Context: an optimization exercise on an open-source flow, tuned for small area and a short achievable clock period. The choices shown serve that exercise and are no tape-out recipe.
The RTL was checked by simulation tests, not by an equivalence proof against the original design.
Power is estimated from default activity; no workload was simulated.

==> flow/design.v <==
module mpx_trace_capture #(
  parameter int unsigned DEPTH_W = 6
) (
  input  logic               clk_i,
  input  logic               rst_i,
  input  logic               valid_i,
  input  logic [31:0]        pc_i,
  input  logic [31:0]        opcode_i,
  input  logic               arm_i,
  input  logic [DEPTH_W:0]   post_count_i,
  input  logic               trig_en_i,
  input  logic [31:0]        trig_pc_i,
  input  logic               trig_force_i,
  output logic               rd_valid_o,
  input  logic               rd_ready_i,
  output logic [31:0]        rd_pc_o,
  output logic [31:0]        rd_opcode_o,
  output logic               rd_last_o,
  output logic [1:0]         state_o,
  output logic               triggered_o,
  output logic [DEPTH_W:0]   count_o
);
  localparam int unsigned DEPTH = 1 << DEPTH_W;
  localparam int unsigned CW    = DEPTH_W + 1;
  typedef enum logic [1:0] {
    ST_IDLE  = 2'd0,
    ST_ARMED = 2'd1,
    ST_POST  = 2'd2,
    ST_DONE  = 2'd3
  } state_t;
  state_t               state_q, state_d;
  logic [DEPTH_W-1:0]   wr_ptr_q, wr_ptr_d;
  logic [DEPTH_W-1:0]   rd_ptr_q, rd_ptr_d;
  logic [CW-1:0]        count_q, count_d;
  logic [CW-1:0]        remaining_q, remaining_d;
  logic [CW-1:0]        left_q, left_d;
  logic [CW-1:0]        post_len_q, post_len_d;
  logic                 triggered_q, triggered_d;
  logic [63:0]          mem [DEPTH];
  logic                 wr_en;
  logic                 trig;
  logic                 enter_done;
  logic                 rd_fire;
  logic [CW-1:0]        post_clamp;
  assign trig       = trig_force_i | (valid_i & trig_en_i & (pc_i == trig_pc_i));
  assign post_clamp = (post_count_i > CW'(DEPTH)) ? CW'(DEPTH) : post_count_i;
  assign rd_valid_o = (state_q == ST_DONE) && (left_q != '0);
  assign rd_fire    = rd_valid_o & rd_ready_i;
  always_comb begin
    state_d     = state_q;
    wr_ptr_d    = wr_ptr_q;
    rd_ptr_d    = rd_ptr_q;
    count_d     = count_q;
    remaining_d = remaining_q;
    left_d      = left_q;
    post_len_d  = post_len_q;
    triggered_d = triggered_q;
    wr_en       = 1'b0;
    enter_done  = 1'b0;
    if (arm_i) begin
      state_d     = ST_ARMED;
      count_d     = '0;
      triggered_d = 1'b0;
      post_len_d  = post_clamp;
      left_d      = '0;
    end else begin
      unique case (state_q)
        ST_ARMED: begin
          if (trig) begin
            triggered_d = 1'b1;
            if (valid_i && (post_len_q != '0)) begin
              wr_en       = 1'b1;
              remaining_d = post_len_q - CW'(1);
            end else begin
              remaining_d = post_len_q;
            end
            if (remaining_d == '0) enter_done = 1'b1;
            else                   state_d    = ST_POST;
          end else if (valid_i) begin
            wr_en = 1'b1;
          end
        end
        ST_POST: begin
          if (valid_i) begin
            wr_en       = 1'b1;
            remaining_d = remaining_q - CW'(1);
            if (remaining_d == '0) enter_done = 1'b1;
          end
        end
        ST_DONE: begin
          if (rd_fire) begin
            rd_ptr_d = rd_ptr_q + DEPTH_W'(1);
            left_d   = left_q - CW'(1);
            if (left_q == CW'(1)) state_d = ST_IDLE;
          end else if (left_q == '0) begin
            state_d = ST_IDLE;
          end
        end
        default: ;
      endcase
      if (wr_en) begin
        wr_ptr_d = wr_ptr_q + DEPTH_W'(1);
        count_d  = (count_q == CW'(DEPTH)) ? count_q : count_q + CW'(1);
      end
      if (enter_done) begin
        state_d  = ST_DONE;
        rd_ptr_d = wr_ptr_d - count_d[DEPTH_W-1:0];
        left_d   = count_d;
      end
    end
  end
  always_ff @(posedge clk_i or negedge rst_i) begin
    if (!rst_i) begin
      state_q     <= ST_IDLE;
      wr_ptr_q    <= '0;
      rd_ptr_q    <= '0;
      count_q     <= '0;
      remaining_q <= '0;
      left_q      <= '0;
      post_len_q  <= '0;
      triggered_q <= 1'b0;
    end else begin
      state_q     <= state_d;
      wr_ptr_q    <= wr_ptr_d;
      rd_ptr_q    <= rd_ptr_d;
      count_q     <= count_d;
      remaining_q <= remaining_d;
      left_q      <= left_d;
      post_len_q  <= post_len_d;
      triggered_q <= triggered_d;
    end
  end
  always_ff @(posedge clk_i) begin
    if (wr_en) mem[wr_ptr_q] <= {pc_i, opcode_i};
  end
  assign {rd_pc_o, rd_opcode_o} = rd_valid_o ? mem[rd_ptr_q] : 64'd0;
  assign rd_last_o   = rd_valid_o && (left_q == CW'(1));
  assign state_o     = state_q;
  assign triggered_o = triggered_q;
  assign count_o     = count_q;
endmodule
==> flow/run.sh <==
#!/bin/bash
# synth_recipe.tcl (not shown) runs the flow's synth.tcl, then flattens the netlist and writes it again
# the make line also repeats each setting of config.mk as NAME=value (left out here)
make -C /OpenROAD-flow-scripts/flow DESIGN_CONFIG=/design/flow/config.mk WORK_HOME=/design/flow/orfs CLKGATE_MAP_FILE= SYNTH_SCRIPT=/design/flow/synth_recipe.tcl finish
==> flow/config.mk <==
export PLATFORM = sky130hd
export DESIGN_NAME = mpx_trace_capture
export DESIGN_NICKNAME = mpx_trace_capture
export VERILOG_FILES = /design/flow/design.v
export SDC_FILE = /design/flow/constraint.sdc
export NUM_CORES = 4
export LEC_CHECK = 0
export CAP_MARGIN = 20
export CORE_MARGIN = 2
export CORE_UTILIZATION = 40
export SLEW_MARGIN = 20
export SYNTH_MEMORY_MAX_BITS = 8192
==> flow/constraint.sdc <==
create_clock -name core_clock -period 6.5 [get_ports {clk_i}]
set_input_delay 1.3000 -clock core_clock [delete_from_list [all_inputs] [get_ports {clk_i}]]
set_output_delay 1.3000 -clock core_clock [all_outputs]
set_load 0.01 [all_outputs]
==> results.txt <==
cell families (layout without fill, tap and decap cells):
logic type	after synthesis	after routing
XOR/XNOR	57	57
flip-flops	4139	4139
AO/OA/AOI/OAI	81	81
buffers and inverters	360	1311
adder cells (fa/ha/maj)	20	20
AND/OR/NAND/NOR	294	294
multiplexers	1350	1350
other	0	11
worst min-delay path by stage:
stage / cells past startpoint / slack, ns / from / endpoint
global placement: 2 / 0.52 / remaining_q[1] / remaining_q[1]
floorplan: 2 / 0.47 / remaining_q[1] / remaining_q[1]
finish: 1 / 0.30 / rst_i / post_len_q[2]
CTS: 1 / 0.46 / rst_i / post_len_q[0]
detailed placement: 2 / 0.53 / remaining_q[1] / remaining_q[1]
global route: 1 / 0.31 / rst_i / post_len_q[0]
repair_timing:
item,4_1_cts,5_1_grt
setup endpoints to repair,29,0
endpoints found under the hold margin,0,0
buffers inserted,1,0
state kept, by name, indices dropped and copies added (netlist names):
signal,cells
remaining_q,7
mem,4096
state_q,2
wr_ptr_q,6
left_q,7
post_len_q,7
triggered_q,1
rd_ptr_q,6
count_q,7
layout by cell type, fill, tap and decap left out, drive strengths merged, types with 26 or more instances in the layout:
master         Yosys  final
mux4            1344   1344
xnor2             40     40
and2              70     70
bufinv             0     26
edfxtp          4096   4096
inv               30     45
dfrtp             43     43
nor2             101    101
clkinv             0    192
clkbuf           183    512
clkdlybuf4s50      0    121
nand2             33     33
buf              147    400
synth_stat cells, types with 3 or more instances:
library cell	number	area share (%)
edfxtp_1	4096	77
mux4_2	1344	19
clkbuf_1	183	0.43
buf_2	105	0.33
nor2_1	101	0.24
and2_1	70	0.28
dfrtp_1	43	0.68
xnor2_1	40	0.22
buf_1	34	0.080
nand2_1	33	0.078
inv_1	29	0.069
ha_1	18	0.14
xor2_1	17	0.094
a21oi_1	14	0.044
nand3_1	14	0.044
o21ai_0	14	0.044
a211oi_1	12	0.057
nor3_1	12	0.038
nand3b_1	11	0.052
nor4_1	9	0.035
nor2b_1	8	0.032
buf_6	7	0.050
nand4_1	6	0.024
o22a_1	6	0.033
a31oi_1	4	0.016
and3_1	4	0.016
and4_1	4	0.022
mux2i_1	4	0.025
a21o_1	3	0.014
nand2b_1	3	0.012
o21ai_1	3	0.0095
or3_1	3	0.012
or4_1	3	0.014
stage by stage:
stage / setup TNS (ns) / util [%] / setup WS, ns / cell area, µm² / total power, W
floorplan: 0 / - / 0.6110 / 158800 / 0.04141
global placement: -4.980 / 43.04 / -0.1197 / 170300 / 0.04705
detailed placement: 0 / 43.07 / 0.009439 / 170400 / 0.04714
CTS: 0 / 46.36 / 0.05433 / 183400 / 0.07011
global route: 0 / 46.38 / 0.003321 / 183500 / 0.07165
finish: 0 / 46.38 / 0.1641 / 183500 / 0.06941
metal layers:
layer  GRT usage, %  vias to the layer above
li1               -                    28749
met1          30.99                    41740
met2          36.66                     3760
met3          3.630                      668
met4          6.357                        8
met5              0                        -
where the power goes:
| group | switching [W] | internal [W] | total (W) |
|---|---|---|---|
| logic | 0.00804 | 0.00831 | 0.0163 |
| registers | 0.000371 | 0.0295 | 0.0299 |
| clock network | 0.0102 | 0.0129 | 0.0231 |
| total | 0.0186 | 0.0508 | 0.0694 |
layout make-up:
class	instances	area (µm²)
Sequential cell	4139	124100
Antenna cell	11	27.53
Tap cell	5242	6559
Clock buffer	512	10880
Clock inverter	248	2131
Fill cell	31907	212100
Timing Repair Buffer	521	5983
Inverter	30	120.1
Multi-Input combinational cell	1802	33740
==> results by group <==
Clocking
  – # H-tree levels: 5
  – CTS tree: yes
  – CTS Hold Bufs: 0
  – Root Buffer: clkbuf_16
  – CTS Sinks: 4139
  – Clock transition at path regs: 0.06 ns
  – CTS Buf Count: 414
  – Number of gates resized after cts: 0
  – Clk latency of the worst-skew pair: 1.00 ns
  – Clock Path Buffers: 4

Route
  – Highest routed layer: met5
  – Vias post-DR: 74925
  – M1 WL: 176.7 mm
  – Wire length on met3: 38.22 mm
  – DR pass1 iterations: 5
  – Drt wl/cell: 35.99 µm
  – DR vias/cell: 5.992
  – Met2 wire length: 220.7 mm
  – Antenna Nets Post-Route: 0
  – Total wire length: 450.1 mm
  – Iteration-0 DRC Markers: 10009
  – Post-route DRC: 0

Floorplan
  – Die area: 402100 µm²
  – Die H: 634.1 µm
  – Core ar.: 395700 µm²
  – FP Rows: 231
  – Die width: 634.1 µm
  – Initial core utilization: 40.14%
  – IO Pins: 186

Timing
  – Fmax: 157.8 MHz
  – Final hold slack: 0.3005 ns
  – Slew HR: 9.247%
  – Tightest Pin Transition: 1.352 ns
  – Setup Skew: 0.05589 ns
  – Final slew viol count: 0
  – Post-layout minimum cycle time: 6.336 ns
  – Tcrit/Tclk final: 97.48%
  – Endpoints failing setup: 0
  – Unrepaired setup endpoints after global routing: false
  – Final hold viol count: 0

Worst setup path
  – Reg2reg path depth: 17
  – Setup CP Type: flop to output pin
  – WP buf/inv: 3
  – Family with the most delay on the worst path: multiplexers
  – Worst setup EP type: output pin
  – CP arrival: 5.04 ns
  – Most used cell, CP: mux4_2
  – Stages on the worst setup path: 7
  – Crit-path max FO: 18
  – Crit path largest cell delay: 0.93 ns
  – Worst setup endpoint: rd_opcode_o[18]
  – Req. time, crit path: 5.20 ns
  – Worst R2R End: rd_ptr_q[5]
  – CP Launch Type: flop
  – Critical Path Start: rd_ptr_q[0]
  – Critical path's slowest cell: dfrtp_4
  – Crit path cell chain: buf_4, buf_4, mux4_2, mux4_2, mux4_2, and2_1, clkdlybuf4s50_1
  – Critical R2R Launch: post_len_q[0]
  – Reg2reg setup slack: 1.35 ns

Placed design
  – Gpl congestion: 0.7926
  – Port bufs: 185
  – Hpwl dp: 243.0 mm
  – Placed Cells: 11732

Global routing
  – GRT Residual Overflow: 0
  – First-pass GRT wire length: 621.1 mm
  – Initial antenna violation count: 35
  – Largest net degree at the start of global routing: 92
  – GRT Resource Usage Total: 22.33%
  – Vias in the first global route: 75773

Yosys
  – Synth Area in Adders: 0.1607%
  – Post-synthesis xor/xnor area fraction: 0.3143%
  – Register area share after synthesis: 78.12%
  – Post-synthesis register bit count: 4139
  – Syn nets: 6430
  – Largest family of logic cells by synthesized area: multiplexers
  – Post-synthesis mux area share: 19.10%
  – Compound-Gate Fraction of Synth Area: 0.3687%
  – Mapped Cells: 6301
  – Cell Area, Synth: 158800 µm²
  – Yosys Warn Count: 1
  – Main flop type after synthesis: edfxtp_1
  – Syn avg cell area: 25.21 µm²
  – Post-synth cell types: 68
  – Post-Synth Simple-Gate Area: 0.9744%
  – Post-synth EDFFs: 4096
  – Post-synth ARST share: 1.039%

Flow run
  – Max-Cap Viols: 0

Power and ir drop
  – Worst IR Drop VDD: 252.0 µV
  – PD cells: 378.2 nW/µm²
  – Lkg Pwr: 55.55 nW

Finish
  – Layout cells sized above 1: 33.09%
  – Area Overhead vs Synth: 15.55%
  – Fin cells: 12505
  – Nets@finish: 7037

Min path
  – HP Class: primary input to asynchronous set/reset pin

Status
  – Outcome: no timing/DRC/antenna violations

==> separate check: timing with driven ports <==
How much do the figures lean on ideal ports? The routed layout below was timed once more, with nothing changed but the port constraints.
Step 1: set_driving_cell puts a clkbuf_16 on clk_i and a buf_2 on each other input, an assumption about the parent block.
Step 2 times the ports against the registers' clock, not the clock port: input delays grow and output delays shrink by t, the midpoint of the rising clock arrivals with the driver on.
Three values: ideal ports, drivers, drivers and shift; two values: the first two.
t (ns): 1.080
slack for setup (ns): 0.164 / 0.059 / -0.043
worst setup path at the end: input to register
slew at the worst register clock pin (ns): 0.07 / 0.07
worst slew at a driven data input, ns: 0.26
Met with ideal ports but missed after step 2: setup timing in this run. For this run, drivers alone change the setup slack by -0.105 ns; drivers and shift together by -0.207 ns.
